Source: an optimization exercise on an open RTL-to-GDS flow (aim: small area and few clock cycles). Production flows keep margins and buffers that such runs may drop. Only simulation tests tie the RTL to the original design; equivalence was not proved. Power figures rest on the tool's default switching activity, not on a simulated workload.

Setup of v6:
==> flow/design.v <==
`timescale 1ns/1ps
`default_nettype none
package cache_geom_pkg;
  localparam int ADDR_W         = 32;
  localparam int DATA_W         = 32;
  localparam int BYTE_OFF_W     = 2;      
  localparam int OFFSET_W       = 2;      
  localparam int INDEX_W        = 4;
  localparam int TAG_W          = ADDR_W - INDEX_W - OFFSET_W - BYTE_OFF_W;   
  localparam int NUM_LINES      = 16;
  localparam int WORDS_PER_LINE = 4;
  typedef struct packed {
    logic [TAG_W-1:0]      tag;
    logic [INDEX_W-1:0]    index;
    logic [OFFSET_W-1:0]   offset;
    logic [BYTE_OFF_W-1:0] byte_off;
  } cache_addr_fields_t;
  typedef union packed {
    logic [ADDR_W-1:0]  flat;
    cache_addr_fields_t f;
  } cache_addr_u;
endpackage
`default_nettype wire
`timescale 1ns/1ps
`default_nettype none
package cache_msg_pkg;
  localparam int OPAQUE_W = 8;            
  localparam int ADDR_W   = 32;                    
  localparam int DATA_W   = 32;                    
  typedef enum logic {
    MSG_READ  = 1'b0,
    MSG_WRITE = 1'b1
  } msg_type_e;
  typedef struct packed {
    msg_type_e                           mtype;    
    logic [OPAQUE_W-1:0]                 opaque;   
    logic [ADDR_W-1:0]                   addr;     
    logic [DATA_W-1:0]                   data;     
  } mem_req_t;
  typedef struct packed {
    msg_type_e                           mtype;
    logic [OPAQUE_W-1:0]                 opaque;
    logic [DATA_W-1:0]                   data;     
  } mem_resp_t;
endpackage
`default_nettype wire
`timescale 1ns/1ps
`default_nettype none
module cache_base (
  input  logic                      clk,
  input  logic                      reset,
  input  cache_msg_pkg::mem_req_t   memreq,
  input  logic                      memreq_val,
  output logic                      memreq_rdy,
  output cache_msg_pkg::mem_resp_t  memresp,
  output logic                      memresp_val,
  input  logic                      memresp_rdy,
  output cache_msg_pkg::mem_req_t   cache_req,
  output logic                      cache_req_val,
  input  logic                      cache_req_rdy,
  input  cache_msg_pkg::mem_resp_t  cache_resp,
  input  logic                      cache_resp_val,
  output logic                      cache_resp_rdy
);
  localparam int TAG_W = cache_geom_pkg::TAG_W;
  logic              m0_val;
  logic              m0_type;
  logic [7:0]        m0_opq;
  logic [TAG_W-1:0]  m0_tag;
  logic [3:0]        m0_idx;
  logic [1:0]        m0_off;
  logic [31:0]       m0_data;
  logic [31:0]       data_q [64];
  logic [TAG_W-1:0]  tag_q  [16];
  logic [15:0]       valid_q;
  logic [15:0]       dirty_q;
  logic              busy;
  logic [2:0]        k;
  logic              s1_v;
  logic [3:0]        s1_idx;
  logic [1:0]        s1_base;
  logic [1:0]        s1_c;
  logic              s2_v;
  logic [3:0]        s2_idx;
  logic [1:0]        s2_base;
  logic [TAG_W-1:0]  tag_rd;
  logic              tag_eq;
  logic              vd;
  logic              resp_rd;
  logic [1:0]        wo;
  logic              in1, in2;
  logic              arriving;
  logic              present1;
  logic              word_ok;
  logic              hit;
  logic              fire_resp;
  logic              cpu_wr;
  logic              miss;
  logic              can_start;
  logic              is_wr;
  logic [1:0]        req_off;
  logic [31:0]       rdata;
  logic              req_fire;
  logic              seq_last;
  logic              push;
  logic [2:0]        wdone;
  logic              wbblk;
  logic              conflict;
  logic              take;
  logic              pop;
  assign tag_rd   = tag_q[m0_idx];
  assign tag_eq   = valid_q[m0_idx] && (tag_rd == m0_tag);
  assign vd       = valid_q[m0_idx] && dirty_q[m0_idx];
  assign resp_rd  = cache_resp_val && (cache_resp.mtype == cache_msg_pkg::MSG_READ) && s1_v;
  assign wo       = s1_base + s1_c;                   
  assign in1      = s1_v && (m0_idx == s1_idx);
  assign in2      = s2_v && (m0_idx == s2_idx);
  assign arriving = resp_rd && in1 && (m0_off == wo);
  assign present1 = 2'(m0_off - s1_base) < s1_c;
  assign word_ok  = !(in1 && !present1 && !arriving) && !in2;
  assign hit       = m0_val && !busy && tag_eq && word_ok && (memreq_val || !s1_v);
  assign fire_resp = hit && memresp_rdy;
  assign cpu_wr    = fire_resp && m0_type;
  assign memresp_val = hit;
  assign memreq_rdy  = !m0_val || fire_resp;
  assign miss      = m0_val && !busy && !tag_eq;
  assign can_start = !in1 && !in2 && !s2_v;
  assign is_wr     = busy && k[2];
  assign req_off   = m0_off + k[1:0];
  logic [63:0]       rsel;
  assign rsel = 64'd1 << {m0_idx, req_off};
  always_comb begin
    rdata = '0;
    for (int i = 0; i < 64; i++) rdata = rdata | (data_q[i] & {32{rsel[i]}});
  end
  assign cache_req_val    = busy || (miss && can_start);
  assign cache_req.mtype  = is_wr ? cache_msg_pkg::MSG_WRITE : cache_msg_pkg::MSG_READ;
  assign cache_req.opaque = m0_opq;
  assign cache_req.addr   = {(is_wr ? tag_rd : m0_tag), m0_idx, req_off, 2'b00};
  assign cache_req.data   = rdata;
  assign memresp.mtype  = m0_type ? cache_msg_pkg::MSG_WRITE : cache_msg_pkg::MSG_READ;
  assign memresp.opaque = m0_opq;
  assign memresp.data   = m0_type ? '0 : (arriving ? cache_resp.data : rdata);
  assign req_fire = cache_req_val && cache_req_rdy;
  assign seq_last = (k == (vd ? 3'd7 : 3'd3));
  assign push     = req_fire && !busy;
  assign wdone    = (k[2] ? {1'b0, k[1:0]} : 3'd0) + {2'b0, (req_fire && is_wr)};
  assign wbblk    = busy && vd && !s2_v && ({1'b0, s1_c} >= wdone);
  assign conflict = cpu_wr && !(in1 && (m0_off == wo));
  assign take     = resp_rd && !conflict && !wbblk;
  assign pop      = take && (s1_c == 2'd3);
  assign cache_resp_rdy = (cache_resp.mtype == cache_msg_pkg::MSG_WRITE) || (!conflict && !wbblk);
  always_ff @(posedge clk) begin
    if (memreq_val && memreq_rdy) begin
      m0_type <= memreq.mtype;
      m0_opq  <= memreq.opaque;
      m0_tag  <= memreq.addr[31:8];
      m0_idx  <= memreq.addr[7:4];
      m0_off  <= memreq.addr[3:2];
      m0_data <= memreq.data;
    end
  end
  always_ff @(posedge clk) begin
    if (reset) begin
      m0_val <= 1'b0;
    end else if (memreq_val && memreq_rdy) begin
      m0_val <= 1'b1;
    end else if (fire_resp) begin
      m0_val <= 1'b0;
    end
  end
  always_ff @(posedge clk) begin
    if (reset) begin
      busy <= 1'b0;
      k    <= '0;
    end else if (req_fire) begin
      if (busy && seq_last) begin
        busy <= 1'b0;
        k    <= '0;
      end else begin
        busy <= 1'b1;
        k    <= k + 3'd1;
      end
    end
  end
  always_ff @(posedge clk) begin
    if (req_fire && busy && seq_last) tag_q[m0_idx] <= m0_tag;
  end
  always_ff @(posedge clk) begin
    if (reset) begin
      valid_q <= '0;
    end else if (req_fire && busy && seq_last) begin
      valid_q[m0_idx] <= 1'b1;
    end
  end
  always_ff @(posedge clk) begin
    if (cpu_wr) begin
      dirty_q[m0_idx] <= 1'b1;
    end else if (req_fire && busy && seq_last) begin
      dirty_q[m0_idx] <= 1'b0;
    end
  end
  always_ff @(posedge clk) begin
    if (cpu_wr) begin
      data_q[{m0_idx, m0_off}] <= m0_data;
    end else if (take) begin
      data_q[{s1_idx, wo}] <= cache_resp.data;
    end
  end
  always_ff @(posedge clk) begin
    if (reset) begin
      s1_v <= 1'b0;
      s2_v <= 1'b0;
    end else begin
      if (pop) begin
        s1_v <= s2_v;
        s2_v <= 1'b0;
      end
      if (push) begin
        if (s1_v && !pop) s2_v <= 1'b1;
        else              s1_v <= 1'b1;
      end
    end
  end
  always_ff @(posedge clk) begin
    if (pop) begin
      s1_idx  <= s2_idx;
      s1_base <= s2_base;
      s1_c    <= '0;
    end else if (take) begin
      s1_c    <= s1_c + 2'd1;
    end
    if (push) begin
      if (s1_v && !pop) begin
        s2_idx  <= m0_idx;
        s2_base <= m0_off;
      end else begin
        s1_idx  <= m0_idx;
        s1_base <= m0_off;
        s1_c    <= '0;
      end
    end
  end
endmodule
`default_nettype wire
`timescale 1ns/1ps
`default_nettype none
module cache_top (
  input  wire         clk,
  input  wire         reset,
  input  wire         memreq_type,
  input  wire  [7:0]  memreq_opaque,
  input  wire  [31:0] memreq_addr,
  input  wire  [31:0] memreq_data,
  input  wire         memreq_val,
  output wire         memreq_rdy,
  output wire         memresp_type,
  output wire  [7:0]  memresp_opaque,
  output wire  [31:0] memresp_data,
  output wire         memresp_val,
  input  wire         memresp_rdy,
  output wire         cache_req_type,
  output wire  [7:0]  cache_req_opaque,
  output wire  [31:0] cache_req_addr,
  output wire  [31:0] cache_req_data,
  output wire         cache_req_val,
  input  wire         cache_req_rdy,
  input  wire         cache_resp_type,
  input  wire  [7:0]  cache_resp_opaque,
  input  wire  [31:0] cache_resp_data,
  input  wire         cache_resp_val,
  output wire         cache_resp_rdy
);
  cache_msg_pkg::mem_req_t  memreq;
  cache_msg_pkg::mem_resp_t memresp;
  cache_msg_pkg::mem_req_t  cache_req;
  cache_msg_pkg::mem_resp_t cache_resp;
  assign memreq     = {memreq_type, memreq_opaque, memreq_addr, memreq_data};
  assign cache_resp = {cache_resp_type, cache_resp_opaque, cache_resp_data};
  assign {memresp_type, memresp_opaque, memresp_data} = memresp;
  assign {cache_req_type, cache_req_opaque, cache_req_addr, cache_req_data} = cache_req;
  cache_base base_i (
    .clk            (clk),
    .reset          (reset),
    .memreq         (memreq),
    .memreq_val     (memreq_val),
    .memreq_rdy     (memreq_rdy),
    .memresp        (memresp),
    .memresp_val    (memresp_val),
    .memresp_rdy    (memresp_rdy),
    .cache_req      (cache_req),
    .cache_req_val  (cache_req_val),
    .cache_req_rdy  (cache_req_rdy),
    .cache_resp     (cache_resp),
    .cache_resp_val (cache_resp_val),
    .cache_resp_rdy (cache_resp_rdy)
  );
endmodule
`default_nettype wire
Settings: LEC_CHECK=0, CAP_MARGIN=20, CORE_MARGIN=2, CORE_UTILIZATION=50, CTS_BUF_LIST=sky130_fd_sc_hd__clkbuf_16, CTS_CLUSTER_DIAMETER=120, CTS_CLUSTER_SIZE=26, SLEW_MARGIN=20; clock period 10.0 ns.
run.sh (not shown) runs the stock make flow with config.mk's settings and CLKGATE_MAP_FILE= SYNTH_SCRIPT=/design/flow/synth_recipe.tcl, a recipe that flattens the netlist after the stock synthesis.
Testbench counts of v6, summed over its fixed seeds: cycles 13,271.
Relative to v6, the following input files were edited for v7:
- CTS_BUF_LIST changed from sky130_fd_sc_hd__clkbuf_16 to sky130_fd_sc_hd__clkbuf_4 sky130_fd_sc_hd__clkbuf_8
- CTS_CLUSTER_DIAMETER removed (was 120)
- CTS_CLUSTER_SIZE removed (was 26)
- CORE_UTILIZATION changed from 50 to 60
[summary]
Relative slew slack, v6 and v7: lower on v7
Relative to v6, v7 degrades worst hold slack.
Re wire length of the first global-routing pass: v7 is 1.6% up on v6.
Summary — standard-cell row count, v7 relative to v6: lower, by 14.
In the reports for v6 and v7, the smaller worst stage delay on the critical path belongs to v7.
From v6 to v7 the numbers moved as follows: power per cell area moved up; fraction of met3 tracks used by global routing went up by 5.7 points; final clock skew has increased.

## afterwards: timing with drivers on the ports
Ports are ideal in the flow. The routed layouts listed here were re-timed in OpenROAD. Step 1 sets driving cells, clkbuf_16 on the clock port and buf_2 on the other inputs (assumed; they add their load-dependent delay and slew). Step 2 also shifts input and output timing later by t, the mid clock arrival at the registers, as if the neighbouring blocks saw the same clock. Slacks: ideal / step 1 / step 2; pairs: ideal / step 1.
run	t, ns	setup slack, ns	cell pins on the clock port's net
v6	0.892	1.221 / 1.127 / 2.019	1
v7	1.169	0.668 / 0.578 / 1.747	1
After both steps setup and hold are still met in every run listed.
